From an optimization exercise on the open Yosys and OpenROAD flow, aimed at a short achievable clock period and few clock cycles; shortcuts taken in it are not production practice. Function was checked by simulation only, so behaviour that the tests miss may differ from the original.

$ cat flow/constraint.sdc
create_clock -name core_clock -period 9.0 [get_ports {clock}]
set_input_delay 1.8000 -clock core_clock [delete_from_list [all_inputs] [get_ports {clock}]]
set_output_delay 1.8000 -clock core_clock [all_outputs]
set_load 0.01 [all_outputs]
$ cat flow/design.v
`default_nettype none
package cpu_pkg;
	typedef logic [16-1:0] word_t;
	typedef logic [6-1:0] addr_t;
	typedef logic [3-1:0] reg_idx_t;
	typedef logic [5-1:0] opcode_t;
	typedef enum logic {idle, exec} run_state_e;
	localparam word_t nop_instr = '0;
	typedef struct packed {
		logic  we;
		logic  space;
		addr_t addr;
		word_t wdata;
	} host_req_t;
	typedef struct packed {
		word_t instr;
		word_t operand_a;
		word_t operand_b;
		word_t store_data;
	} exec_req_t;
	typedef struct packed {
		word_t instr;
		word_t result;
		word_t store_data;
		logic  we;
	} mem_req_t;
	typedef struct packed {
		logic     valid;
		reg_idx_t index;
		word_t    value;
	} reg_write_t;
	function automatic logic [5-1:0] op_of(logic [16-1:0] instr);
		op_of = instr[15:11];
	endfunction
	function automatic logic [3-1:0] r1_of(logic [16-1:0] instr);
		r1_of = instr[10:8];
	endfunction
	function automatic logic [3-1:0] r2_of(logic [16-1:0] instr);
		r2_of = instr[6:4];
	endfunction
	function automatic logic [3-1:0] r3_of(logic [16-1:0] instr);
		r3_of = instr[2:0];
	endfunction
	function automatic logic is_control(logic [5-1:0] op);
		is_control = op[4:3] == 2'b11;
	endfunction
	function automatic logic is_reg3(logic [5-1:0] op);
		is_reg3 = (op == 5'b01000 || op == 5'b01011 || op == 5'b01100 || op == 5'b01101 || op == 5'b01111 || op == 5'b01110);
	endfunction
	function automatic logic reads_r1(logic [5-1:0] op);
		reads_r1 = (op == 5'b00011 || op == 5'b01001 || op == 5'b10011 || op == 5'b10000 || op == 5'b11010 || op == 5'b11011 || op == 5'b11100 || op == 5'b11101);
	endfunction
	function automatic logic reads_r2(logic [5-1:0] op);
		reads_r2 = is_reg3(op) || op == 5'b00010 || op == 5'b00011;
	endfunction
	function automatic logic writes_reg(logic [5-1:0] op);
		writes_reg = (op == 5'b00010 || op == 5'b10000 || op == 5'b01000 || op == 5'b01001 || op == 5'b01011 || op == 5'b10011 || op == 5'b01101 || op == 5'b01111 || op == 5'b01110);
	endfunction
endpackage
`default_nettype wire
`timescale 1ns/1ns
`default_nettype none
module operand_stage (
	input  wire  [15:0] i_instr,
	output logic        o_add,
	output logic        o_sub,
	output logic        o_and,
	output logic        o_or,
	output logic        o_xor,
	output logic        o_load,
	output logic        o_store,
	output logic        o_wr,
	output logic        o_flags,
	output logic        o_reg3,
	output logic        o_uses_r2,
	output logic        o_reads_r1,
	output logic        o_mem,
	output logic        o_halt,
	output logic        o_jump,
	output logic        o_cond,
	output logic        o_ctl,
	output logic        o_nop,
	output logic [15:0] o_imm
);
	logic [4:0] op;
	assign op = i_instr[15:11];
	logic is_ldih, is_add, is_addi, is_sub, is_subi, is_cmp, is_and, is_or, is_xor;
	assign is_ldih  = op == 5'b10000;
	assign is_add   = op == 5'b01000;
	assign is_addi  = op == 5'b01001;
	assign is_sub   = op == 5'b01011;
	assign is_subi  = op == 5'b10011;
	assign is_cmp   = op == 5'b01100;
	assign is_and   = op == 5'b01101;
	assign is_or    = op == 5'b01111;
	assign is_xor   = op == 5'b01110;
	assign o_load   = op == 5'b00010;
	assign o_store  = op == 5'b00011;
	assign o_halt   = op == 5'b00001;
	assign o_jump   = op == 5'b11000;
	assign o_cond   = op == 5'b11010 || op == 5'b11011 || op == 5'b11100 || op == 5'b11101;
	assign o_ctl    = o_jump || o_cond;
	assign o_add = is_add || is_addi || is_ldih;
	assign o_sub = is_sub || is_subi || is_cmp;
	assign o_and = is_and;
	assign o_or = is_or;
	assign o_xor = is_xor;
	assign o_reg3 = is_add || is_sub || is_cmp || is_and || is_or || is_xor;
	assign o_uses_r2 = o_reg3 || o_load || o_store;
	assign o_reads_r1 = o_store || is_addi || is_subi || is_ldih || o_cond;
	assign o_mem = o_load || o_store;
	assign o_wr = o_load || is_ldih || is_add || is_addi || is_sub || is_subi || is_and || is_or || is_xor;
	assign o_flags = is_ldih || is_add || is_addi || is_sub || is_subi || is_cmp || is_and || is_or || is_xor;
	assign o_nop = !(o_ctl || o_halt || o_mem || o_flags);
	always_comb
	begin
		if (is_ldih) o_imm = {i_instr[7:0], 8'b0};
		else if (o_mem) o_imm = {12'b0, i_instr[3:0]};
		else o_imm = {8'b0, i_instr[7:0]};
	end
endmodule
`default_nettype wire
`timescale 1ns/1ns
`default_nettype none
module execute_stage (
	input  wire  [15:0] i_a,
	input  wire  [15:0] i_b,
	input  wire         i_add,
	input  wire         i_sub,
	input  wire         i_and,
	input  wire         i_or,
	input  wire         i_xor,
	input  wire         i_load,
	input  wire  [15:0] i_load_data,
	output logic [15:0] o_alu,
	output logic [15:0] o_result,
	output logic        o_z,
	output logic        o_n
);
	logic [15:0] b_eff;
	logic [15:0] sum;
	assign b_eff = i_sub ? ~i_b : i_b;
	assign sum = i_a + b_eff + {15'b0, i_sub};
	always_comb
	begin
		o_alu = 16'b0;
		if (i_add || i_sub) o_alu = o_alu | sum;
		if (i_and) o_alu = o_alu | (i_a & i_b);
		if (i_or) o_alu = o_alu | (i_a | i_b);
		if (i_xor) o_alu = o_alu | (i_a ^ i_b);
	end
	assign o_result = i_load ? i_load_data : o_alu;
	logic z_sum;
	assign z_sum = &((i_a ^ b_eff) ~^ {(i_a[14:0] | b_eff[14:0]), i_sub});
	always_comb
	begin
		if (i_and) o_z = ~|(i_a & i_b);
		else if (i_or) o_z = ~|(i_a | i_b);
		else if (i_xor) o_z = ~|(i_a ^ i_b);
		else o_z = z_sum;
	end
	assign o_n = o_alu[15];
endmodule
`default_nettype wire
`timescale 1ns/1ns
`default_nettype none
module cpu_top (
	input  wire                       clock,
	input  wire                       reset,
	input  wire                       i_start,
	input  wire                       i_enable,
	input  wire                       i_host_we,
	input  wire                       i_host_space,
	input  wire [6-1:0]     i_host_addr,
	input  wire [16-1:0]     i_host_wdata,
	output logic                      o_running,
	output wire [16-1:0]     o_host_rdata
);
	logic [16:0] prog_0 [16];
	logic [16:0] prog_1 [16];
	logic [16:0] prog_2 [16];
	logic [16:0] prog_3 [16];
	logic [15:0] data_mem [64];
	logic [15:0] host_mem_n [64];
	logic [15:0] regs [8];
	logic advance;
	logic start;
	logic [5:0] pc_f;
	logic [16:0] g_w;
	logic [16:0] f_w;
	logic [16:0] d_w;
	logic [15:0] g_instr;
	logic [15:0] f_instr;
	logic [15:0] d_instr;
	assign g_instr = g_w[15:0];
	assign f_instr = f_w[15:0];
	assign d_instr = d_w[15:0];
	logic p_on;
	logic [4:0] p_op;
	logic p_guess;
	logic [5:0] p_alt;
	logic [15:0] e0_a, e0_b, e0_sd;
	logic e0_add, e0_sub, e0_and, e0_or, e0_xor, e0_load, e0_store, e0_wr, e0_flags;
	logic [2:0] e0_dst;
	logic [15:0] e1_a, e1_b, e1_sd;
	logic e1_add, e1_sub, e1_and, e1_or, e1_xor, e1_load, e1_store, e1_wr, e1_flags;
	logic [2:0] e1_dst;
	logic e1_ca, e1_cb, e1_cs;
	logic e1_casc;
	logic flag_z;
	logic flag_n;
	assign advance = o_running && i_enable;
	assign start = !o_running && i_start && i_enable;
	logic prog_we;
	logic host_ctl;
	assign prog_we = i_host_we && !i_host_space && !o_running;
	assign host_ctl = i_host_wdata[15:11] == 5'b11000 || i_host_wdata[15:11] == 5'b11010
		|| i_host_wdata[15:11] == 5'b11011 || i_host_wdata[15:11] == 5'b11100
		|| i_host_wdata[15:11] == 5'b11101;
	always_ff @(posedge clock)
	begin
		if (prog_we && i_host_addr[1:0] == 2'd0)
			prog_0[i_host_addr[5:2]] <= {host_ctl, i_host_wdata};
	end
	always_ff @(posedge clock)
	begin
		if (prog_we && i_host_addr[1:0] == 2'd1)
			prog_1[i_host_addr[5:2]] <= {host_ctl, i_host_wdata};
	end
	always_ff @(posedge clock)
	begin
		if (prog_we && i_host_addr[1:0] == 2'd2)
			prog_2[i_host_addr[5:2]] <= {host_ctl, i_host_wdata};
	end
	always_ff @(posedge clock)
	begin
		if (prog_we && i_host_addr[1:0] == 2'd3)
			prog_3[i_host_addr[5:2]] <= {host_ctl, i_host_wdata};
	end
	logic [5:0] e0_addr, e1_addr;
	logic [15:0] ld0, ld1;
	assign e0_addr = e0_a[5:0] + e0_b[5:0];
	assign e1_addr = e1_a[5:0] + e1_b[5:0];
	assign ld0 = data_mem[e0_addr];
	assign ld1 = (e0_store && e0_addr == e1_addr) ? e0_sd : data_mem[e1_addr];
	assign o_host_rdata = ~host_mem_n[i_host_addr];
	always_ff @(posedge clock)
	begin
		if (o_running)
		begin
			if (advance && e0_store)
				data_mem[e0_addr] <= e0_sd;
			if (advance && e1_store)
				data_mem[e1_addr] <= e1_sd_eff;
		end
		else if (i_host_we && i_host_space)
			data_mem[i_host_addr] <= i_host_wdata;
	end
	always_ff @(posedge clock)
	begin
		if (o_running)
		begin
			if (advance && e0_store)
				host_mem_n[e0_addr] <= ~e0_sd;
			if (advance && e1_store)
				host_mem_n[e1_addr] <= ~e1_sd_eff;
		end
		else if (i_host_we && i_host_space)
			host_mem_n[i_host_addr] <= ~i_host_wdata;
	end
	logic [15:0] res0, res1, alu0, alu1;
	logic z0, n0, z1, n1;
	logic [15:0] e1_a_eff, e1_b_eff, e1_sd_eff;
	assign e1_a_eff = e1_ca ? alu0 : e1_a;
	assign e1_b_eff = e1_cb ? alu0 : e1_b;
	assign e1_sd_eff = e1_cs ? alu0 : e1_sd;
	execute_stage x0 (
		.i_a(e0_a), .i_b(e0_b), .i_add(e0_add), .i_sub(e0_sub), .i_and(e0_and),
		.i_or(e0_or), .i_xor(e0_xor), .i_load(e0_load), .i_load_data(ld0),
		.o_alu(alu0), .o_result(res0), .o_z(z0), .o_n(n0)
	);
	execute_stage x1 (
		.i_a(e1_a_eff), .i_b(e1_b_eff), .i_add(e1_add), .i_sub(e1_sub), .i_and(e1_and),
		.i_or(e1_or), .i_xor(e1_xor), .i_load(e1_load), .i_load_data(ld1),
		.o_alu(alu1), .o_result(res1), .o_z(z1), .o_n(n1)
	);
	always_ff @(posedge clock or negedge reset)
	begin
		if (!reset)
		begin
			for (int i = 0; i < 8; i++)
				regs[i] <= 16'b0;
		end
		else if (advance)
		begin
			if (e0_wr)
				regs[e0_dst] <= res0;
			if (e1_wr)
				regs[e1_dst] <= res1;
		end
	end
	always_ff @(posedge clock or negedge reset)
	begin
		if (!reset)
		begin
			flag_z <= 1'b0;
			flag_n <= 1'b0;
		end
		else if (start)
		begin
			flag_z <= 1'b0;
			flag_n <= 1'b0;
		end
		else if (advance)
		begin
			if (e1_flags)
			begin
				flag_z <= z1;
				flag_n <= n1;
			end
			else if (e0_flags)
			begin
				flag_z <= z0;
				flag_n <= n0;
			end
		end
	end
	logic cur_z, cur_n;
	logic flags_late;
	logic z1n, n1n;
	logic [15:0] alu1n, res1n;
	execute_stage x1n (
		.i_a(e1_a), .i_b(e1_b), .i_add(e1_add), .i_sub(e1_sub), .i_and(e1_and),
		.i_or(e1_or), .i_xor(e1_xor), .i_load(1'b0), .i_load_data(16'b0),
		.o_alu(alu1n), .o_result(res1n), .o_z(z1n), .o_n(n1n)
	);
	assign flags_late = e1_flags && e1_casc;
	assign cur_z = e1_flags ? z1n : (e0_flags ? z0 : flag_z);
	assign cur_n = e1_flags ? n1n : (e0_flags ? n0 : flag_n);
	logic [4:0] op_d, op_f;
	logic [2:0] a1_d, a1_f;
	logic jump_d, cond_d, ctl_d, halt_d, jump_f, cond_f, ctl_f;
	assign op_d = d_instr[15:11];
	assign a1_d = d_instr[10:8];
	assign op_f = f_instr[15:11];
	assign a1_f = f_instr[10:8];
	assign jump_d = op_d == 5'b11000;
	assign cond_d = op_d == 5'b11010 || op_d == 5'b11011 || op_d == 5'b11100 || op_d == 5'b11101;
	assign ctl_d = d_w[16];
	assign halt_d = op_d == 5'b00001;
	assign jump_f = op_f == 5'b11000;
	assign cond_f = op_f == 5'b11010 || op_f == 5'b11011 || op_f == 5'b11100 || op_f == 5'b11101;
	assign ctl_f = f_w[16];
	logic [15:0] s0_instr, s1_instr;
	assign s0_instr = ctl_d ? f_instr : d_instr;
	assign s1_instr = (ctl_d || ctl_f) ? g_instr : f_instr;
	logic add0, sub0, and0, or0, xor0, load0, store0, wr0, flags0, reg3_0, r2_0, r1_0, mem0, halt0, jump0, cond0, ctl0, nop0;
	logic add1, sub1, and1, or1, xor1, load1, store1, wr1, flags1, reg3_1, r2_1, r1_1, mem1, halt1, jump1, cond1, ctl1, nop1;
	logic [15:0] imm0, imm1;
	operand_stage dec0 (
		.i_instr(s0_instr), .o_add(add0), .o_sub(sub0), .o_and(and0), .o_or(or0), .o_xor(xor0),
		.o_load(load0), .o_store(store0), .o_wr(wr0), .o_flags(flags0), .o_reg3(reg3_0),
		.o_uses_r2(r2_0), .o_reads_r1(r1_0), .o_mem(mem0), .o_halt(halt0), .o_jump(jump0),
		.o_cond(cond0), .o_ctl(ctl0), .o_nop(nop0), .o_imm(imm0)
	);
	operand_stage dec1 (
		.i_instr(s1_instr), .o_add(add1), .o_sub(sub1), .o_and(and1), .o_or(or1), .o_xor(xor1),
		.o_load(load1), .o_store(store1), .o_wr(wr1), .o_flags(flags1), .o_reg3(reg3_1),
		.o_uses_r2(r2_1), .o_reads_r1(r1_1), .o_mem(mem1), .o_halt(halt1), .o_jump(jump1),
		.o_cond(cond1), .o_ctl(ctl1), .o_nop(nop1), .o_imm(imm1)
	);
	logic [4:0] op0, op1;
	logic [2:0] a1_0, a2_0, a3_0, a1_1, a2_1, a3_1;
	assign op0 = s0_instr[15:11];
	assign a1_0 = s0_instr[10:8];
	assign a2_0 = s0_instr[6:4];
	assign a3_0 = s0_instr[2:0];
	assign op1 = s1_instr[15:11];
	assign a1_1 = s1_instr[10:8];
	assign a2_1 = s1_instr[6:4];
	assign a3_1 = s1_instr[2:0];
	function automatic logic [15:0] rd(logic [2:0] idx, logic ew0, logic [2:0] ed0, logic [15:0] er0,
		logic ew1, logic [2:0] ed1, logic [15:0] er1, logic [15:0] rv);
		if (ew1 && ed1 == idx) rd = er1;
		else if (ew0 && ed0 == idx) rd = er0;
		else rd = rv;
	endfunction
	logic [2:0] ia0, ia1;
	logic [15:0] va0, vb0, vs0, va1, vb1, vs1;
	assign ia0 = r2_0 ? a2_0 : a1_0;
	assign ia1 = r2_1 ? a2_1 : a1_1;
	assign va0 = rd(ia0, e0_wr, e0_dst, res0, e1_wr, e1_dst, res1, regs[ia0]);
	assign vb0 = rd(a3_0, e0_wr, e0_dst, res0, e1_wr, e1_dst, res1, regs[a3_0]);
	assign vs0 = rd(a1_0, e0_wr, e0_dst, res0, e1_wr, e1_dst, res1, regs[a1_0]);
	assign va1 = rd(ia1, e0_wr, e0_dst, res0, e1_wr, e1_dst, res1, regs[ia1]);
	assign vb1 = rd(a3_1, e0_wr, e0_dst, res0, e1_wr, e1_dst, res1, regs[a3_1]);
	assign vs1 = rd(a1_1, e0_wr, e0_dst, res0, e1_wr, e1_dst, res1, regs[a1_1]);
	function automatic logic cond_of(logic [4:0] cop, logic z, logic n);
		case (cop)
			5'b11000: cond_of = 1'b1;
			5'b11010:   cond_of = z;
			5'b11011:  cond_of = !z;
			5'b11100:   cond_of = n;
			5'b11101:  cond_of = !n;
			default:      cond_of = 1'b0;
		endcase
	endfunction
	logic d_taken;
	logic d_hazard;
	logic [5:0] d_target;
	assign d_taken = cond_of(op_d, cur_z, cur_n);
	assign d_hazard = cond_d && ((e0_wr && e0_dst == a1_d) || (e1_wr && e1_dst == a1_d) || flags_late);
	logic [5:0] d_base;
	assign d_base = jump_d ? 6'b0 : regs[a1_d][5:0];
	assign d_target = d_base + d_instr[5:0];
	logic add_d, sub_d, and_d, or_d, xor_d, wr_d, flags_d, reg3_d, r2_d;
	logic add_f, sub_f, and_f, or_f, xor_f, wr_f, flags_f, reg3_f, r2_f, nop_f;
	logic [15:0] imm_d, imm_f;
	logic [2:0] a2_d, a3_d, a2_f, a3_f, ia_d, ia_f;
	operand_stage wdec_d (
		.i_instr(d_instr), .o_add(add_d), .o_sub(sub_d), .o_and(and_d), .o_or(or_d), .o_xor(xor_d),
		.o_load(), .o_store(), .o_wr(wr_d), .o_flags(flags_d), .o_reg3(reg3_d),
		.o_uses_r2(r2_d), .o_reads_r1(), .o_mem(), .o_halt(), .o_jump(),
		.o_cond(), .o_ctl(), .o_nop(), .o_imm(imm_d)
	);
	operand_stage wdec_f (
		.i_instr(f_instr), .o_add(add_f), .o_sub(sub_f), .o_and(and_f), .o_or(or_f), .o_xor(xor_f),
		.o_load(), .o_store(), .o_wr(wr_f), .o_flags(flags_f), .o_reg3(reg3_f),
		.o_uses_r2(r2_f), .o_reads_r1(), .o_mem(), .o_halt(), .o_jump(),
		.o_cond(), .o_ctl(), .o_nop(nop_f), .o_imm(imm_f)
	);
	assign a2_d = d_instr[6:4];
	assign a3_d = d_instr[2:0];
	assign a2_f = f_instr[6:4];
	assign a3_f = f_instr[2:0];
	assign ia_d = r2_d ? a2_d : a1_d;
	assign ia_f = r2_f ? a2_f : a1_f;
	logic x_early, y_early;
	logic zx, nx, zy, ny;
	logic [15:0] rx_a, rx_b, ry_a, ry_b, rx_res, ry_res;
	assign x_early = !((e0_wr && e0_dst == ia_d) || (e1_wr && e1_dst == ia_d)
		|| (reg3_d && ((e0_wr && e0_dst == a3_d) || (e1_wr && e1_dst == a3_d))));
	assign y_early = !((e0_wr && e0_dst == ia_f) || (e1_wr && e1_dst == ia_f)
		|| (reg3_f && ((e0_wr && e0_dst == a3_f) || (e1_wr && e1_dst == a3_f)))
		|| (wr_d && ((flags_f && ia_f == a1_d) || (reg3_f && a3_f == a1_d))));
	assign rx_a = regs[ia_d];
	assign rx_b = reg3_d ? regs[a3_d] : imm_d;
	assign ry_a = regs[ia_f];
	assign ry_b = reg3_f ? regs[a3_f] : imm_f;
	execute_stage fx (
		.i_a(rx_a), .i_b(rx_b), .i_add(add_d), .i_sub(sub_d), .i_and(and_d),
		.i_or(or_d), .i_xor(xor_d), .i_load(1'b0), .i_load_data(16'b0),
		.o_alu(), .o_result(rx_res), .o_z(zx), .o_n(nx)
	);
	execute_stage fy (
		.i_a(ry_a), .i_b(ry_b), .i_add(add_f), .i_sub(sub_f), .i_and(and_f),
		.i_or(or_f), .i_xor(xor_f), .i_load(1'b0), .i_load_data(16'b0),
		.o_alu(), .o_result(ry_res), .o_z(zy), .o_n(ny)
	);
	logic w_hazard;
	logic w_fold;
	logic w_guess;     
	logic w_taken;
	logic [5:0] w_target;
	assign w_hazard = cond_f && ((e0_wr && e0_dst == a1_f) || (e1_wr && e1_dst == a1_f) || (wr_d && a1_d == a1_f));
	assign w_fold = ctl_f && !w_hazard;
	assign w_guess = jump_f || op_f == 5'b11011 || op_f == 5'b11101;
	logic w_known;
	assign w_known = flags_d ? x_early : !flags_late;
	assign w_taken = w_known ? (flags_d ? cond_of(op_f, zx, nx) : cond_of(op_f, cur_z, cur_n)) : w_guess;
	logic [5:0] w_base;
	assign w_base = jump_f ? 6'b0 : regs[a1_f][5:0];
	assign w_target = w_base + f_instr[5:0];
	logic [4:0] op2;
	logic [2:0] a1_2;
	logic jump2, cond2, ctl2;
	assign op2 = g_instr[15:11];
	assign a1_2 = g_instr[10:8];
	assign jump2 = op2 == 5'b11000;
	assign cond2 = op2 == 5'b11010 || op2 == 5'b11011 || op2 == 5'b11100 || op2 == 5'b11101;
	assign ctl2 = g_w[16];
	logic j_hazard;
	logic j_fold;
	logic j_guess;
	logic j_taken;
	logic [5:0] j_target;
	assign j_hazard = cond2 && ((e0_wr && e0_dst == a1_2) || (e1_wr && e1_dst == a1_2)
		|| (wr_d && a1_d == a1_2) || (wr_f && a1_f == a1_2));
	assign j_guess = jump2 || op2 == 5'b11011 || op2 == 5'b11101;
	logic j_known;
	logic j_early_taken;
	assign j_early_taken = flags_f ? cond_of(op2, zy, ny) : cond_of(op2, zx, nx);
	assign j_known = flags_f ? y_early : (flags_d ? x_early : !flags_late);
	assign j_taken = !j_known ? j_guess : ((flags_d || flags_f) ? j_early_taken : cond_of(op2, cur_z, cur_n));
	logic [5:0] j_base;
	assign j_base = jump2 ? 6'b0 : regs[a1_2][5:0];
	assign j_target = j_base + g_instr[5:0];
	logic miss;
	logic p_wait;
	assign p_wait = p_on && flags_late;
	assign miss = p_on && !flags_late && (cond_of(p_op, cur_z, cur_n) != p_guess);
	logic dep;
	logic pair_ok;
	logic ca1, cb1, cs1;
	assign dep = wr0 && ((r1_1 && a1_1 == a1_0) || (r2_1 && a2_1 == a1_0) || (reg3_1 && a3_1 == a1_0));
	assign ca1 = wr0 && flags1 && ia1 == a1_0;
	assign cb1 = wr0 && reg3_1 && a3_1 == a1_0;
	assign cs1 = wr0 && store1 && a1_1 == a1_0;
	logic dep_block;
	assign dep_block = dep && (load0 || (mem1 && a2_1 == a1_0));
	assign pair_ok = nop1 || ((flags1 || mem1) && !dep_block);
	assign j_fold = !ctl_d && !ctl_f && pair_ok && ctl2 && !j_hazard;
	function automatic logic [50:0] read3(logic [5:0] a,
		logic [16:0] b0, logic [16:0] b1, logic [16:0] b2, logic [16:0] b3);
		logic [16:0] w [4];
		w[0] = b0; w[1] = b1; w[2] = b2; w[3] = b3;
		read3 = {w[a[1:0] + 2'd2], w[a[1:0] + 2'd1], w[a[1:0]]};
	endfunction
	logic [3:0] f_hi, f_hi1, p_hi, p_hi1;
	logic [5:0] t_base, t_off, t_addr, t_addr1, t_addr2, t_addr3;
	assign t_base = ctl_d ? d_base : (ctl_f ? w_base : j_base);
	assign t_off = ctl_d ? d_instr[5:0] : (ctl_f ? f_instr[5:0] : g_instr[5:0]);
	assign t_addr = t_base + t_off;
	assign t_addr1 = t_base + t_off + 6'd1;
	assign t_addr2 = t_base + t_off + 6'd2;
	assign t_addr3 = t_base + t_off + 6'd3;
	assign f_hi = pc_f[5:2];
	assign f_hi1 = pc_f[5:2] + 4'd1;
	assign p_hi = p_alt[5:2];
	assign p_hi1 = p_alt[5:2] + 4'd1;
	logic [16:0] fb0, fb1, fb2, fb3, tb0, tb1, tb2, tb3, pb0, pb1, pb2, pb3;
	assign fb0 = prog_0[pc_f[1:0] > 2'd0 ? f_hi1 : f_hi];
	assign fb1 = prog_1[pc_f[1:0] > 2'd1 ? f_hi1 : f_hi];
	assign fb2 = prog_2[pc_f[1:0] > 2'd2 ? f_hi1 : f_hi];
	assign fb3 = prog_3[f_hi];
	assign tb0 = prog_0[t_addr3[5:2]];
	assign tb1 = prog_1[t_addr2[5:2]];
	assign tb2 = prog_2[t_addr1[5:2]];
	assign tb3 = prog_3[t_addr[5:2]];
	assign pb0 = prog_0[p_alt[1:0] > 2'd0 ? p_hi1 : p_hi];
	assign pb1 = prog_1[p_alt[1:0] > 2'd1 ? p_hi1 : p_hi];
	assign pb2 = prog_2[p_alt[1:0] > 2'd2 ? p_hi1 : p_hi];
	assign pb3 = prog_3[p_hi];
	logic [16:0] s0, s1, s2, t0, t1, t2, q0, q1, q2;
	assign {s2, s1, s0} = read3(pc_f, fb0, fb1, fb2, fb3);
	assign {t2, t1, t0} = read3(t_addr, tb0, tb1, tb2, tb3);
	assign {q2, q1, q0} = read3(p_alt, pb0, pb1, pb2, pb3);
	logic issue0, issue1;
	logic s0_ok;
	logic d_go;
	logic g_go;
	assign s0_ok = !ctl0 && !halt0;
	assign d_go = !d_hazard && !d_taken && s0_ok;
	assign g_go = w_fold && w_known && !w_taken && pair_ok;
	assign issue0 = !miss && !p_wait && (ctl_d ? d_go : !halt_d);
	assign issue1 = !miss && !p_wait && (ctl_d ? (d_go && pair_ok) : (ctl_f ? g_go : (!halt_d && pair_ok)));
	always_ff @(posedge clock or negedge reset)
	begin
		if (!reset)
		begin
			o_running <= 1'b0;
			pc_f <= '0;
			d_w <= '0;
			f_w <= '0;
			g_w <= '0;
			p_on <= 1'b0;
			p_op <= '0;
			p_guess <= 1'b0;
			p_alt <= '0;
		end
		else if (start)
		begin
			o_running <= 1'b1;
			pc_f <= 6'd3;
			d_w <= s0;
			f_w <= s1;
			g_w <= s2;
			p_on <= 1'b0;
		end
		else if (advance)
		begin
			p_on <= 1'b0;
			if (miss)
			begin
				d_w <= q0;
				f_w <= q1;
				g_w <= q2;
				pc_f <= p_alt + 6'd3;
			end
			else if (p_wait)
			begin
				p_on <= 1'b1;
			end
			else if (halt_d)
			begin
				o_running <= 1'b0;
				pc_f <= '0;
			end
			else if (ctl_d)
			begin
				if (d_hazard)
				begin
				end
				else if (d_taken)
				begin
					d_w <= t0;
					f_w <= t1;
					g_w <= t2;
					pc_f <= t_addr3;
				end
				else if (s0_ok && pair_ok)
				begin
					d_w <= s0;
					f_w <= s1;
					g_w <= s2;
					pc_f <= pc_f + 6'd3;
				end
				else if (s0_ok)
				begin
					d_w <= g_w;
					f_w <= s0;
					g_w <= s1;
					pc_f <= pc_f + 6'd2;
				end
				else
				begin
					d_w <= f_w;
					f_w <= g_w;
					g_w <= s0;
					pc_f <= pc_f + 6'd1;
				end
			end
			else if (w_fold)
			begin
				p_on <= !w_known && cond_f;
				p_op <= op_f;
				p_guess <= w_guess;
				if (w_taken)
				begin
					d_w <= t0;
					f_w <= t1;
					g_w <= t2;
					pc_f <= t_addr3;
					p_alt <= pc_f - 6'd1;
				end
				else if (g_go)
				begin
					d_w <= s0;
					f_w <= s1;
					g_w <= s2;
					pc_f <= pc_f + 6'd3;
					p_alt <= t_addr;
				end
				else
				begin
					d_w <= g_w;
					f_w <= s0;
					g_w <= s1;
					pc_f <= pc_f + 6'd2;
					p_alt <= t_addr;
				end
			end
			else if (j_fold)
			begin
				p_on <= !j_known && cond2;
				p_op <= op2;
				p_guess <= j_guess;
				if (j_taken)
				begin
					d_w <= t0;
					f_w <= t1;
					g_w <= t2;
					pc_f <= t_addr3;
					p_alt <= pc_f;
				end
				else
				begin
					d_w <= s0;
					f_w <= s1;
					g_w <= s2;
					pc_f <= pc_f + 6'd3;
					p_alt <= t_addr;
				end
			end
			else if (!ctl_f && pair_ok)
			begin
				d_w <= g_w;
				f_w <= s0;
				g_w <= s1;
				pc_f <= pc_f + 6'd2;
			end
			else
			begin
				d_w <= f_w;
				f_w <= g_w;
				g_w <= s0;
				pc_f <= pc_f + 6'd1;
			end
		end
	end
	always_ff @(posedge clock or negedge reset)
	begin
		if (!reset)
		begin
			e0_a <= '0; e0_b <= '0; e0_sd <= '0; e0_dst <= '0;
			e0_add <= 1'b0; e0_sub <= 1'b0; e0_and <= 1'b0; e0_or <= 1'b0; e0_xor <= 1'b0;
			e0_load <= 1'b0; e0_store <= 1'b0; e0_wr <= 1'b0; e0_flags <= 1'b0;
			e1_a <= '0; e1_b <= '0; e1_sd <= '0; e1_dst <= '0;
			e1_add <= 1'b0; e1_sub <= 1'b0; e1_and <= 1'b0; e1_or <= 1'b0; e1_xor <= 1'b0;
			e1_load <= 1'b0; e1_store <= 1'b0; e1_wr <= 1'b0; e1_flags <= 1'b0;
			e1_ca <= 1'b0; e1_cb <= 1'b0; e1_cs <= 1'b0; e1_casc <= 1'b0;
		end
		else if (start)
		begin
			e0_add <= 1'b0; e0_sub <= 1'b0; e0_and <= 1'b0; e0_or <= 1'b0; e0_xor <= 1'b0;
			e0_load <= 1'b0; e0_store <= 1'b0; e0_wr <= 1'b0; e0_flags <= 1'b0;
			e1_add <= 1'b0; e1_sub <= 1'b0; e1_and <= 1'b0; e1_or <= 1'b0; e1_xor <= 1'b0;
			e1_load <= 1'b0; e1_store <= 1'b0; e1_wr <= 1'b0; e1_flags <= 1'b0;
			e1_casc <= 1'b0;
		end
		else if (advance)
		begin
			e0_a <= va0;
			e0_b <= reg3_0 ? vb0 : imm0;
			e0_sd <= vs0;
			e0_dst <= a1_0;
			e0_add <= issue0 && add0;
			e0_sub <= issue0 && sub0;
			e0_and <= issue0 && and0;
			e0_or <= issue0 && or0;
			e0_xor <= issue0 && xor0;
			e0_load <= issue0 && load0;
			e0_store <= issue0 && store0;
			e0_wr <= issue0 && wr0;
			e0_flags <= issue0 && flags0;
			e1_a <= va1;
			e1_b <= reg3_1 ? vb1 : imm1;
			e1_sd <= vs1;
			e1_dst <= a1_1;
			e1_add <= issue1 && add1;
			e1_sub <= issue1 && sub1;
			e1_and <= issue1 && and1;
			e1_or <= issue1 && or1;
			e1_xor <= issue1 && xor1;
			e1_load <= issue1 && load1;
			e1_store <= issue1 && store1;
			e1_wr <= issue1 && wr1;
			e1_flags <= issue1 && flags1;
			e1_ca <= ca1;
			e1_cb <= cb1;
			e1_casc <= issue1 && (ca1 || cb1);
			e1_cs <= cs1;
		end
	end
endmodule
`default_nettype wire
$ cat flow/config.mk
export PLATFORM = sky130hd
export DESIGN_NAME = cpu_top
export DESIGN_NICKNAME = cpu_top
export VERILOG_FILES = /design/flow/design.v
export SDC_FILE = /design/flow/constraint.sdc
export NUM_CORES = 4
export LEC_CHECK = 0
export ABC_CLOCK_PERIOD_IN_PS = 3500
export CAP_MARGIN = 20
export CORE_MARGIN = 2
export CORE_UTILIZATION = 40
export PLACE_DENSITY = 0.5
export SETUP_SLACK_MARGIN = 4.5
export SLEW_MARGIN = 20
export TNS_END_PERCENT = 100
$ cat flow/run.sh
#!/bin/bash
# synth_recipe.tcl (not shown) runs the flow's synth.tcl, then flattens the netlist and writes it again
# the make line also repeats each setting of config.mk as NAME=value (left out here)
make -C /OpenROAD-flow-scripts/flow DESIGN_CONFIG=/design/flow/config.mk WORK_HOME=/design/flow/orfs CLKGATE_MAP_FILE= SYNTH_SCRIPT=/design/flow/synth_recipe.tcl finish
==> impl_results.md, run 1 <==
- Outcome: finished clean
- Die area: 540,000 µm²
- # H-tree levels: 5
- Syn Nets: 18,800
- Cell type with the highest aggregate area in the netlist: edfxtp_1
- Worst Tran Pin Value: 1.39 ns
- Worst Path Max Fanout: 8
- Area Growth Syn to Fin: 21.5%
- Die H: 735 µm
- Placement Setup Slack: 1.10 ns
- WP data required: 9.84 ns
- GRT Overall Usage: 0.395
- Relative slew slack: 0.0616
- Worst-Skew Late Latency: 1.10 ns
- Maximum clock path buffer count: 4
- CTS Buf Count: 393
- RSZ-0062 raised after global routing: true
- Clock Skews: 0.101 ns
- Number of cell rows: 268
- Hold crit path type: reg -> reg
- Hold Fails Final Rpt: 0
- Tcrit/Tclk final: 0.704
- Nets: 19,300
- CP startpoint kind: flip-flop
- Dominant cells by area after synthesis: edfxtp_1 (44%), mux4_2 (16%), mux2i_1 (5.0%), nand2_1 (3.9%), dfrtp_1 (3.8%)
- Via count: 183,000
- Setup ws final: 2.66 ns
- Post-synthesis register bit count: 3,461
- DRC viols: 0
- Largest net degree at the start of global routing: 127
- Initial DRC count: 31,900
- Reg clk slew, reported paths: 0.06 ns
- Hold Buf Count CTS: 0
- Fin cells: 26,400
- Crit path DAT: 7.18 ns
- Mapped Cells: 18,500
- Finish-stage setup viols: 0
- Clock Tree Root: clkbuf_16
- Setup Crit Path Kind: reg -> reg
- Clock tree sinks: 3,461
- Yosys cell types: 118
- TritonCTS clock tree: done
- Max Cap Viol: 0
- Antenna-violating nets left: 0
- Setup TNS: 0 ns
- Die Wd: 735 µm
- Total global routing overflow: 0
- DRT Pass-1 Iters: 10
- Met2 WL: 442,000 µm
- Uppermost layer routed: met5
- Mean post-synth cell area: 11.6 µm²
- Met3 WL post-DR: 177,000 µm
- Commonest cells in the netlist: edfxtp_1 (3,136), nand2_1 (2,228), mux4_2 (1,497), o21ai_0 (1,448), clkbuf_1 (1,400)
- Routed length on met1: 401,000 µm
- Initial Util: 0.401
- Placed Instances: 24,700
- Vias per inst: 6.92
- CP Capture Type: flip-flop
- Drt wl/cell: 41.9 µm
- Layout cells sized above 1: 0.288
- Minimum clock period after layout: 6.34 ns
- Worst hold margin: 0.491 ns
- Core Region: 532,000 µm²
- Main synth FF type: edfxtp_1
- Number of global-route vias before repair: 168,000
- Slowest stage delay, CP: 0.40 ns
- Number of flops mapped to enable cells by yosys: 3,136
- Post-synth top area share: 0.441
- PortBufs: 44
- GP Congestion: 1.03
- Top-count cell post-synth: edfxtp_1
- Post-Route WL: 1,110,000 µm
- Register area share after synthesis: 0.479
- Syn. warnings: 7
- First-pass GRT wire length: 1,470,000 µm
- Slowest CP cell: o32a_1
- FFs w/ async S/R, synth: 0.0939
- FILL cells: 46,900
- Fmax: 158 MHz
- Crit-path most repeated cell: buf_12
- Detail Placement HPWL: 696,000 µm
- IO Count: 45
- Initial antenna violation count: 99
- Cell Area, Synth: 213,000 µm²
- Max Slew Vio Count: 0
-- state kept, by name, summed over array words and instances (netlist names), 17 cells and up --
| name | cells |
|---|---|
| prog_1 | 272 |
| d_w | 17 |
| prog_3 | 272 |
| g_w | 17 |
| prog_0 | 272 |
| regs | 128 |
| prog_2 | 272 |
| f_w | 17 |
| data_mem | 1024 |
| host_mem_n | 1024 |
-- through the flow --
| step | cell area, µm² | utilization |
|---|---|---|
| after floorplan | 216000 | - |
| after global placement | 227000 | 0.426 |
| after detailed placement | 227000 | 0.427 |
| after CTS | 254000 | 0.477 |
| after global routing | 259000 | 0.487 |
| final | 259000 | 0.487 |
-- critical path, delay by kind of cell (launching register included) --
| kind | cells | cell delay (ns) |
|---|---|---|
| AOI/OAI and AO/OA | 10 | 2.08 |
| and+or+nand+nor | 9 | 1.74 |
| buffers and inverters | 7 | 1.02 |
| muxes | 2 | 0.61 |
| DFF | 1 | 0.37 |
| adders and majority gates | 1 | 0.32 |
-- routing by layer --
| metal | vias up | GRT usage |
|---|---|---|
| met5 | - | 0 |
| met4 | 38 | 0.235 |
| met3 | 3513 | 0.171 |
| met2 | 15200 | 0.542 |
| met1 | 92500 | 0.515 |
| li1 | 71400 | - |
-- cells in the final DEF, fill, tap and decap left out, drive strengths merged, types with 35 or more instances in the layout --
cell type	Yosys	final
edfxtp	3136	3136
nand2	2228	2229
buf	340	1781
mux4	1497	1497
o21ai	1474	1475
inv	1372	1381
mux2i	1079	1080
a21oi	913	913
nor2	836	846
o22ai	546	546
clkbuf	1401	501
ha	335	335
dfrtp	325	325
o21a	312	312
xnor2	266	266
nand3	194	195
mux2	174	176
nor3	175	175
a221o	171	171
a221oi	161	161
clkinv	8	156
a22oi	116	116
a211oi	111	111
o211ai	101	101
a31oi	89	89
nand4	86	88
xor2	88	88
nor4	79	79
o221ai	73	73
diode	0	69
a22o	65	65
a21o	51	52
o31ai	49	49
nor2b	45	45
nand2b	43	44
bufinv	0	43
and2	39	40
o32ai	39	39
a311oi	35	35
-- what timing repair did --
action	4_1_cts	5_1_grt
resized for setup	1472	755
pin swaps	381	323
cloned	84	20
setup endpoints to repair	4357	2628
setup buffers	591	190
-- final cells by class --
cell class | count | area (µm²) | share of cell area
Antenna cell | 69 | 173 | 0.000666
Clock buffer | 487 | 10300 | 0.0397
Clock inverter | 226 | 2540 | 0.00978
Inverter | 1380 | 5230 | 0.0201
Multi-Input combinational cell | 11900 | 110000 | 0.423
Sequential cell | 3461 | 102000 | 0.395
Tap cell | 7020 | 8780 | 0.0339
Timing Repair Buffer | 1822 | 20100 | 0.0777
-- worst paths after layout --
check	to	start	slack, ns	cells past startpoint
min in group asynchronous	regs[4][14]$_DFFE_PN0P_	reset	0.69	1
min reg2reg	flag_n$_DFFE_PN0N_	flag_n$_DFFE_PN0N_	0.49	2
max reg2reg	f_w[11]$_DFFE_PN0P_	d_w[11]$_DFFE_PN0P_	2.66	29
max in group asynchronous	regs[7][0]$_DFFE_PN0P_	reset	6.73	2
max	f_w[11]$_DFFE_PN0P_	d_w[11]$_DFFE_PN0P_	2.66	29
min	flag_n$_DFFE_PN0N_	flag_n$_DFFE_PN0N_	0.49	2
-- cell families (layout without fill, tap and decap cells) --
kind of cell	after synthesis	after routing	share of synthesized area
and+or+nand+nor	3875	3892	0.0763
DFF	3461	3461	0.479
other	0	69	0
adders and majority gates	340	340	0.0201
muxes	2750	2753	0.218
AOI/OAI and AO/OA	4559	4561	0.135
xor gates and xnor gates	358	361	0.0150
buffers and inverters	3121	3915	0.0560
Testbench counts, summed over its fixed seeds: cycles 6,388.
==> run 2: changes to the inputs <==
--- a/flow/design.v
+++ b/flow/design.v
@@ -178,6 +178,6 @@
 );
-	logic [16:0] prog_0 [16];
-	logic [16:0] prog_1 [16];
-	logic [16:0] prog_2 [16];
-	logic [16:0] prog_3 [16];
+	logic [18:0] prog_0 [16];
+	logic [18:0] prog_1 [16];
+	logic [18:0] prog_2 [16];
+	logic [18:0] prog_3 [16];
 	logic [15:0] data_mem [64];
@@ -188,5 +188,5 @@
 	logic [5:0] pc_f;
-	logic [16:0] g_w;
-	logic [16:0] f_w;
-	logic [16:0] d_w;
+	logic [18:0] g_w;
+	logic [18:0] f_w;
+	logic [18:0] d_w;
 	logic [15:0] g_instr;
@@ -215,2 +215,3 @@
 	logic host_ctl;
+	logic host_r2, host_reg3;
 	assign prog_we = i_host_we && !i_host_space && !o_running;
@@ -219,2 +220,6 @@
 		|| i_host_wdata[15:11] == 5'b11101;
+	assign host_reg3 = i_host_wdata[15:11] == 5'b01000 || i_host_wdata[15:11] == 5'b01011
+		|| i_host_wdata[15:11] == 5'b01100 || i_host_wdata[15:11] == 5'b01101
+		|| i_host_wdata[15:11] == 5'b01111 || i_host_wdata[15:11] == 5'b01110;
+	assign host_r2 = host_reg3 || i_host_wdata[15:11] == 5'b00010 || i_host_wdata[15:11] == 5'b00011;
 	always_ff @(posedge clock)
@@ -222,3 +227,3 @@
 		if (prog_we && i_host_addr[1:0] == 2'd0)
-			prog_0[i_host_addr[5:2]] <= {host_ctl, i_host_wdata};
+			prog_0[i_host_addr[5:2]] <= {host_reg3, host_r2, host_ctl, i_host_wdata};
 	end
@@ -227,3 +232,3 @@
 		if (prog_we && i_host_addr[1:0] == 2'd1)
-			prog_1[i_host_addr[5:2]] <= {host_ctl, i_host_wdata};
+			prog_1[i_host_addr[5:2]] <= {host_reg3, host_r2, host_ctl, i_host_wdata};
 	end
@@ -232,3 +237,3 @@
 		if (prog_we && i_host_addr[1:0] == 2'd2)
-			prog_2[i_host_addr[5:2]] <= {host_ctl, i_host_wdata};
+			prog_2[i_host_addr[5:2]] <= {host_reg3, host_r2, host_ctl, i_host_wdata};
 	end
@@ -237,3 +242,3 @@
 		if (prog_we && i_host_addr[1:0] == 2'd3)
-			prog_3[i_host_addr[5:2]] <= {host_ctl, i_host_wdata};
+			prog_3[i_host_addr[5:2]] <= {host_reg3, host_r2, host_ctl, i_host_wdata};
 	end
@@ -435,4 +440,4 @@
 	assign a3_f = f_instr[2:0];
-	assign ia_d = r2_d ? a2_d : a1_d;
-	assign ia_f = r2_f ? a2_f : a1_f;
+	assign ia_d = d_w[17] ? a2_d : a1_d;
+	assign ia_f = f_w[17] ? a2_f : a1_f;
 	logic x_early, y_early;
@@ -441,10 +446,10 @@
 	assign x_early = !((e0_wr && e0_dst == ia_d) || (e1_wr && e1_dst == ia_d)
-		|| (reg3_d && ((e0_wr && e0_dst == a3_d) || (e1_wr && e1_dst == a3_d))));
+		|| (d_w[18] && ((e0_wr && e0_dst == a3_d) || (e1_wr && e1_dst == a3_d))));
 	assign y_early = !((e0_wr && e0_dst == ia_f) || (e1_wr && e1_dst == ia_f)
-		|| (reg3_f && ((e0_wr && e0_dst == a3_f) || (e1_wr && e1_dst == a3_f)))
-		|| (wr_d && ((flags_f && ia_f == a1_d) || (reg3_f && a3_f == a1_d))));
+		|| (f_w[18] && ((e0_wr && e0_dst == a3_f) || (e1_wr && e1_dst == a3_f)))
+		|| (wr_d && ((flags_f && ia_f == a1_d) || (f_w[18] && a3_f == a1_d))));
 	assign rx_a = regs[ia_d];
-	assign rx_b = reg3_d ? regs[a3_d] : imm_d;
+	assign rx_b = d_w[18] ? regs[a3_d] : imm_d;
 	assign ry_a = regs[ia_f];
-	assign ry_b = reg3_f ? regs[a3_f] : imm_f;
+	assign ry_b = f_w[18] ? regs[a3_f] : imm_f;
 	execute_stage fx (
@@ -512,5 +517,5 @@
 	assign j_fold = !ctl_d && !ctl_f && pair_ok && ctl2 && !j_hazard;
-	function automatic logic [50:0] read3(logic [5:0] a,
-		logic [16:0] b0, logic [16:0] b1, logic [16:0] b2, logic [16:0] b3);
-		logic [16:0] w [4];
+	function automatic logic [56:0] read3(logic [5:0] a,
+		logic [18:0] b0, logic [18:0] b1, logic [18:0] b2, logic [18:0] b3);
+		logic [18:0] w [4];
 		w[0] = b0; w[1] = b1; w[2] = b2; w[3] = b3;
@@ -530,3 +535,3 @@
 	assign p_hi1 = p_alt[5:2] + 4'd1;
-	logic [16:0] fb0, fb1, fb2, fb3, tb0, tb1, tb2, tb3, pb0, pb1, pb2, pb3;
+	logic [18:0] fb0, fb1, fb2, fb3, tb0, tb1, tb2, tb3, pb0, pb1, pb2, pb3;
 	assign fb0 = prog_0[pc_f[1:0] > 2'd0 ? f_hi1 : f_hi];
@@ -543,3 +548,3 @@
 	assign pb3 = prog_3[p_hi];
-	logic [16:0] s0, s1, s2, t0, t1, t2, q0, q1, q2;
+	logic [18:0] s0, s1, s2, t0, t1, t2, q0, q1, q2;
 	assign {s2, s1, s0} = read3(pc_f, fb0, fb1, fb2, fb3);
@@ -556,2 +561,44 @@
 	assign issue1 = !miss && !p_wait && (ctl_d ? (d_go && pair_ok) : (ctl_f ? g_go : (!halt_d && pair_ok)));
+	logic c_d, c_w, c_j, c_any;
+	logic hold;
+	logic tk;
+	logic [1:0] nt_adv;
+	assign c_d = ctl_d && !d_hazard;
+	assign c_w = !ctl_d && w_fold;
+	assign c_j = !ctl_d && !ctl_f && j_fold;
+	assign c_any = c_d || c_w || c_j;
+	assign hold = p_wait || halt_d || (ctl_d && d_hazard);
+	assign tk = c_d ? d_taken : (c_w ? w_taken : j_taken);
+	always_comb
+	begin
+		if (c_d)
+			nt_adv = (s0_ok && pair_ok) ? 2'd3 : (s0_ok ? 2'd2 : 2'd1);
+		else if (c_w)
+			nt_adv = (w_known && pair_ok) ? 2'd3 : 2'd2;
+		else if (c_j)
+			nt_adv = 2'd3;
+		else if (!ctl_f && pair_ok)
+			nt_adv = 2'd2;
+		else
+			nt_adv = 2'd1;
+	end
+	logic [18:0] nt_d, nt_f, nt_g;
+	logic [5:0] nt_pc;
+	always_comb
+	begin
+		case (nt_adv)
+			2'd3:
+			begin
+				nt_d = s0; nt_f = s1; nt_g = s2; nt_pc = pc_f + 6'd3;
+			end
+			2'd2:
+			begin
+				nt_d = g_w; nt_f = s0; nt_g = s1; nt_pc = pc_f + 6'd2;
+			end
+			default:
+			begin
+				nt_d = f_w; nt_f = g_w; nt_g = s0; nt_pc = pc_f + 6'd1;
+			end
+		endcase
+	end
 	always_ff @(posedge clock or negedge reset)
@@ -581,5 +628,5 @@
 		begin
-			p_on <= 1'b0;
 			if (miss)
 			begin
+				p_on <= 1'b0;
 				d_w <= q0;
@@ -589,81 +636,18 @@
 			end
-			else if (p_wait)
-			begin
-				p_on <= 1'b1;
-			end
-			else if (halt_d)
-			begin
-				o_running <= 1'b0;
-				pc_f <= '0;
-			end
-			else if (ctl_d)
-			begin
-				if (d_hazard)
-				begin
-				end
-				else if (d_taken)
-				begin
-					d_w <= t0;
-					f_w <= t1;
-					g_w <= t2;
-					pc_f <= t_addr3;
-				end
-				else if (s0_ok && pair_ok)
-				begin
-					d_w <= s0;
-					f_w <= s1;
-					g_w <= s2;
-					pc_f <= pc_f + 6'd3;
-				end
-				else if (s0_ok)
-				begin
-					d_w <= g_w;
-					f_w <= s0;
-					g_w <= s1;
-					pc_f <= pc_f + 6'd2;
-				end
-				else
-				begin
-					d_w <= f_w;
-					f_w <= g_w;
-					g_w <= s0;
-					pc_f <= pc_f + 6'd1;
-				end
-			end
-			else if (w_fold)
+			else if (hold)
 			begin
-				p_on <= !w_known && cond_f;
-				p_op <= op_f;
-				p_guess <= w_guess;
-				if (w_taken)
-				begin
-					d_w <= t0;
-					f_w <= t1;
-					g_w <= t2;
-					pc_f <= t_addr3;
-					p_alt <= pc_f - 6'd1;
-				end
-				else if (g_go)
-				begin
-					d_w <= s0;
-					f_w <= s1;
-					g_w <= s2;
-					pc_f <= pc_f + 6'd3;
-					p_alt <= t_addr;
-				end
-				else
+				p_on <= p_wait;
+				if (!p_wait && halt_d)
 				begin
-					d_w <= g_w;
-					f_w <= s0;
-					g_w <= s1;
-					pc_f <= pc_f + 6'd2;
-					p_alt <= t_addr;
+					o_running <= 1'b0;
+					pc_f <= '0;
 				end
 			end
-			else if (j_fold)
+			else
 			begin
-				p_on <= !j_known && cond2;
-				p_op <= op2;
-				p_guess <= j_guess;
-				if (j_taken)
+				p_on <= c_w ? (!w_known && cond_f) : (c_j && !j_known && cond2);
+				p_op <= c_w ? op_f : op2;
+				p_guess <= c_w ? w_guess : j_guess;
+				p_alt <= tk ? (c_w ? pc_f - 6'd1 : pc_f) : t_addr;
+				if (c_any && tk)
 				begin
@@ -673,3 +657,2 @@
 					pc_f <= t_addr3;
-					p_alt <= pc_f;
 				end
@@ -677,23 +660,8 @@
 				begin
-					d_w <= s0;
-					f_w <= s1;
-					g_w <= s2;
-					pc_f <= pc_f + 6'd3;
-					p_alt <= t_addr;
+					d_w <= nt_d;
+					f_w <= nt_f;
+					g_w <= nt_g;
+					pc_f <= nt_pc;
 				end
 			end
-			else if (!ctl_f && pair_ok)
-			begin
-				d_w <= g_w;
-				f_w <= s0;
-				g_w <= s1;
-				pc_f <= pc_f + 6'd2;
-			end
-			else
-			begin
-				d_w <= f_w;
-				f_w <= g_w;
-				g_w <= s0;
-				pc_f <= pc_f + 6'd1;
-			end
 		end
==> impl_results.md, run 2 <==
- First-pass GRT wire length: 1,470,000 µm (+0.48%)
- Post-synth top area share: 0.451 (+0.0102)
- Clock Tree Root: clkbuf_16
- Fmax: 160 MHz (+1.2%)
- PortBufs: 44 (unchanged)
- Area Growth Syn to Fin: 22.8%
- Initial Util: 0.402 (about the same)
- Die Wd: 741 µm (+0.85%)
- Maximum clock path buffer count: 4 (unchanged)
- CP startpoint kind: input port
- Core Region: 541,000 µm² (+1.6%)
- Register area share after synthesis: 0.489 (+0.0103)
- Hold path cells: 1 (-1)
- Reg clk slew, reported paths: 0.06 ns (about the same)
- Hold Fails Final Rpt: 0 (unchanged)
- DRT Pass-1 Iters: 15 (+5)
- Setup TNS: 0 ns (unchanged)
- Finish-stage setup viols: 0 (unchanged)
- Worst reg-to-reg path cell count: 32 (+10%)
- Tcrit/Tclk final: 0.695 (-0.00857)
- IO Count: 45 (unchanged)
- CP Buf/Inv Count: 3 (-4)
- Most common cell after layout, fill and taps aside: edfxtp_1
- Worst Tran Pin Value: 1.56 ns (+0.169 ns)
- DRC viols: 0 (unchanged)
- Slowest CP cell: a31oi_1
- Mapped Cells: 18,300 (-1.0%)
- Syn Nets: 18,600 (-1.0%)
- Initial DRC count: 32,600 (+2.0%)
- TritonCTS clock tree: done
- Setup Crit Path Kind: in -> out
- RSZ-0062 raised after global routing: true
- Drt wl/cell: 42.3 µm (+0.74%)
- Commonest cells in the netlist: edfxtp_1 (3,264), nand2_1 (2,282), mux4_2 (1,588), o21ai_0 (1,437), clkbuf_1 (1,421)
- CTS Buf Count: 413 (+5.1%)
- Max Slew Vio Count: 33 (+33)
- Post-Route WL: 1,120,000 µm (+1.1%)
- Number of flops mapped to enable cells by yosys: 3,264 (+4.1%)
- Worst-Skew Late Latency: 1.11 ns (about the same)
- Hold crit path type: reg -> reg
- Die area: 549,000 µm² (+1.7%)
- Antenna-violating nets left: 0 (unchanged)
- Syn. warnings: 7 (unchanged)
- Yosys cell types: 105 (-11%)
- FFs w/ async S/R, synth: 0.0921 (-0.00183)
- Dominant cells by area after synthesis: edfxtp_1 (45%), mux4_2 (16%), mux2i_1 (4.4%), nand2_1 (3.9%), dfrtp_1 (3.8%)
- # H-tree levels: 5 (unchanged)
- Number of cell rows: 270 (+0.75%)
- Post-synthesis register bit count: 3,595 (+3.9%)
- Cell Chain, Critical Path: bufbuf_16 > buf_16 > mux4_2 > nand2_1 > a31oi_1 > mux4_2 > o221ai_4 > buf_6
- Main synth FF type: edfxtp_1
- Top-count cell post-synth: edfxtp_1
- Clock Skews: 0.0995 ns (-0.00149 ns)
- Crit path DAT: 4.46 ns (-2.72 ns)
- Critical path depth: 8 (-72%)
- Crit-path most repeated cell: mux4_2
- GRT Overall Usage: 0.389 (-0.00545)
- GP Congestion: 1.02 (-0.87%)
- Violated checks: max-capacitance violations, max-slew violations
- Max Cap Viol: 2 (+2)
- Clock tree sinks: 3,595 (+3.9%)
- Number of global-route vias before repair: 170,000 (+1.2%)
- Mean post-synth cell area: 11.9 µm² (+2.8%)
- Nets: 19,200 (-0.60%)
- Cell Area, Synth: 217,000 µm² (+1.7%)
- Worst Path Max Fanout: 33 (+25)
- Layout cells sized above 1: 0.310 (+0.0224)
- Fin util: 0.493 (+0.00589)
- Top delay family on crit path: buffers and inverters
- Relative slew slack: -0.0441 (-0.106)
- Largest net degree at the start of global routing: 109 (-14%)
- Outcome: finished with violations
- Largest regs: data_mem (1024), host_mem_n (1024)
- Cell type with the highest aggregate area in the netlist: edfxtp_1
- WP data required: 7.20 ns (-2.64 ns)
- Die H: 741 µm (+0.85%)
- Total global routing overflow: 0 (unchanged)
- Initial antenna violation count: 79 (-20%)
- Vias per inst: 6.93 (about the same)
- Reg2reg setup slack: 2.96 ns (+0.30 ns)
- Most frequent cells in the layout: edfxtp_1 (3,264), nand2_1 (2,113), mux4_2 (1,588)
- Slowest stage delay, CP: 0.59 ns (+0.19 ns)
- CP Capture Type: primary output
- Via count: 183,000 (+0.43%)
- Minimum clock period after layout: 6.26 ns (-0.0771 ns)
- Detail Placement HPWL: 692,000 µm (-0.68%)
[run 2: cell count changes after synthesis, sizes merged, moves of 31 or more]
cell    delta
xnor2     -36
o32ai     -31
a21oi    -308
nor2     -194
a221oi    +31
a222oi   +125
a22o      +85
xor2      +36
a22oi     +35
mux4      +91
mux2i    -131
edfxtp   +128
a221o    -136
nand2     +54
[run 2: layer usage]
metal | global-route usage | wire length, µm
met1 | 0.505 | 401000
met2 | 0.548 | 452000
met3 | 0.160 | 178000
met4 | 0.223 | 86500
met5 | 0 | 841
[run 2: kinds of logic (layout without fill, tap and decap cells)]
| kind of cell | Yosys count | after routing | share of synthesized area |
|---|---|---|---|
| xor gates and xnor gates | 357 | 359 | 0.0146 |
| other | 0 | 51 | 0 |
| muxes | 2701 | 2709 | 0.217 |
| AOI/OAI and AO/OA | 4383 | 4384 | 0.131 |
| DFF | 3595 | 3595 | 0.489 |
| adders and majority gates | 340 | 340 | 0.0198 |
| and+or+nand+nor | 3757 | 3774 | 0.0735 |
| buffers and inverters | 3138 | 4042 | 0.0549 |
[run 2: repair_timing]
action | 4_1_cts | 5_1_grt
hold buffers | 0 | 0
pin swaps | 372 | 348
setup endpoints to repair | 4160 | 2894
setup buffers | 616 | 221
resized for setup | 1706 | 1146
cloned | 101 | 32
[run 2: path summary, 6_finish.rpt]
kind | startpoint | to
setup / recovery | i_host_addr[1] | o_host_rdata[11]
hold / removal | e1_sd[13]$_DFFE_PN0P_ | e1_sd[13]$_DFFE_PN0P_
setup reg to reg | g_w[9]$_DFFE_PN0P_ | d_w[9]$_DFFE_PN0P_
hold reg to reg | e1_sd[13]$_DFFE_PN0P_ | e1_sd[13]$_DFFE_PN0P_
max in group asynchronous | reset | e1_a[1]$_DFFE_PN0P_
min in group asynchronous | reset | regs[5][12]$_DFFE_PN0P_
[run 2: worst register-to-register path: cells and delay by family, from the launching register on]
| kind | cells | cell delay, ns |
|---|---|---|
| xor+xnor | 2 | 0.34 |
| flops | 1 | 0.56 |
| buf+inv | 14 | 1.84 |
| mux | 2 | 0.38 |
| simple gates | 4 | 0.39 |
| fa+ha+maj | 2 | 0.58 |
| compound gates | 8 | 1.85 |
[run 2: final cells by class]
cell class | instances | area [µm²]
diodes | 51 | 128
clock buffers | 508 | 11000
clock inverters | 261 | 2680
fillers | 47300 | 274000
inverters | 1387 | 5300
multi-input cells | 11600 | 111000
flip-flops and latches | 3595 | 106000
well taps | 7208 | 9020
repair buffers | 1886 | 21500
[run 2: through the flow]
step	instances	hold slack (ns)	setup slack [ns]	instance area, µm²
2_1_floorplan	18300	0.449	3.17	220000
3_3_place_gp	24700	0.466	0.770	230000
3_5_place_dp	24700	0.471	0.748	231000
4_1_cts	26200	0.487	2.87	259000
5_1_grt	26400	0.503	2.78	267000
6_report	26500	0.487	2.74	267000
Testbench counts of run 2, summed over its fixed seeds: cycles 6,388.

-- re-timing with driven ports --
No port has a modelled driver above. Below, the same layouts with a new extraction and two added sets of constraints.
Step 1 assumes that a clkbuf_16 drives the clock port and a buf_2 every other input.
Step 2 times the ports against the registers' clock, not the clock port: input delays grow and output delays shrink by t, the midpoint of the rising clock arrivals with the driver on.
a / b / c = ideal / step 1 / step 2; a / b = the first two.
run | t, ns | setup slack, ns | hold slack, ns | slew at the worst register clock pin (ns)
run 1 | 1.160 | 2.664 / 2.273 / 2.273 | 0.491 / 0.491 / 0.491 | 0.08 / 0.08
run 2 | 1.190 | 2.741 / 2.182 / 2.182 | 0.487 / 0.487 / 0.487 | 0.07 / 0.07
For run 2, which loses most, drivers alone change the setup slack by -0.559 ns; drivers and shift together by -0.559 ns.
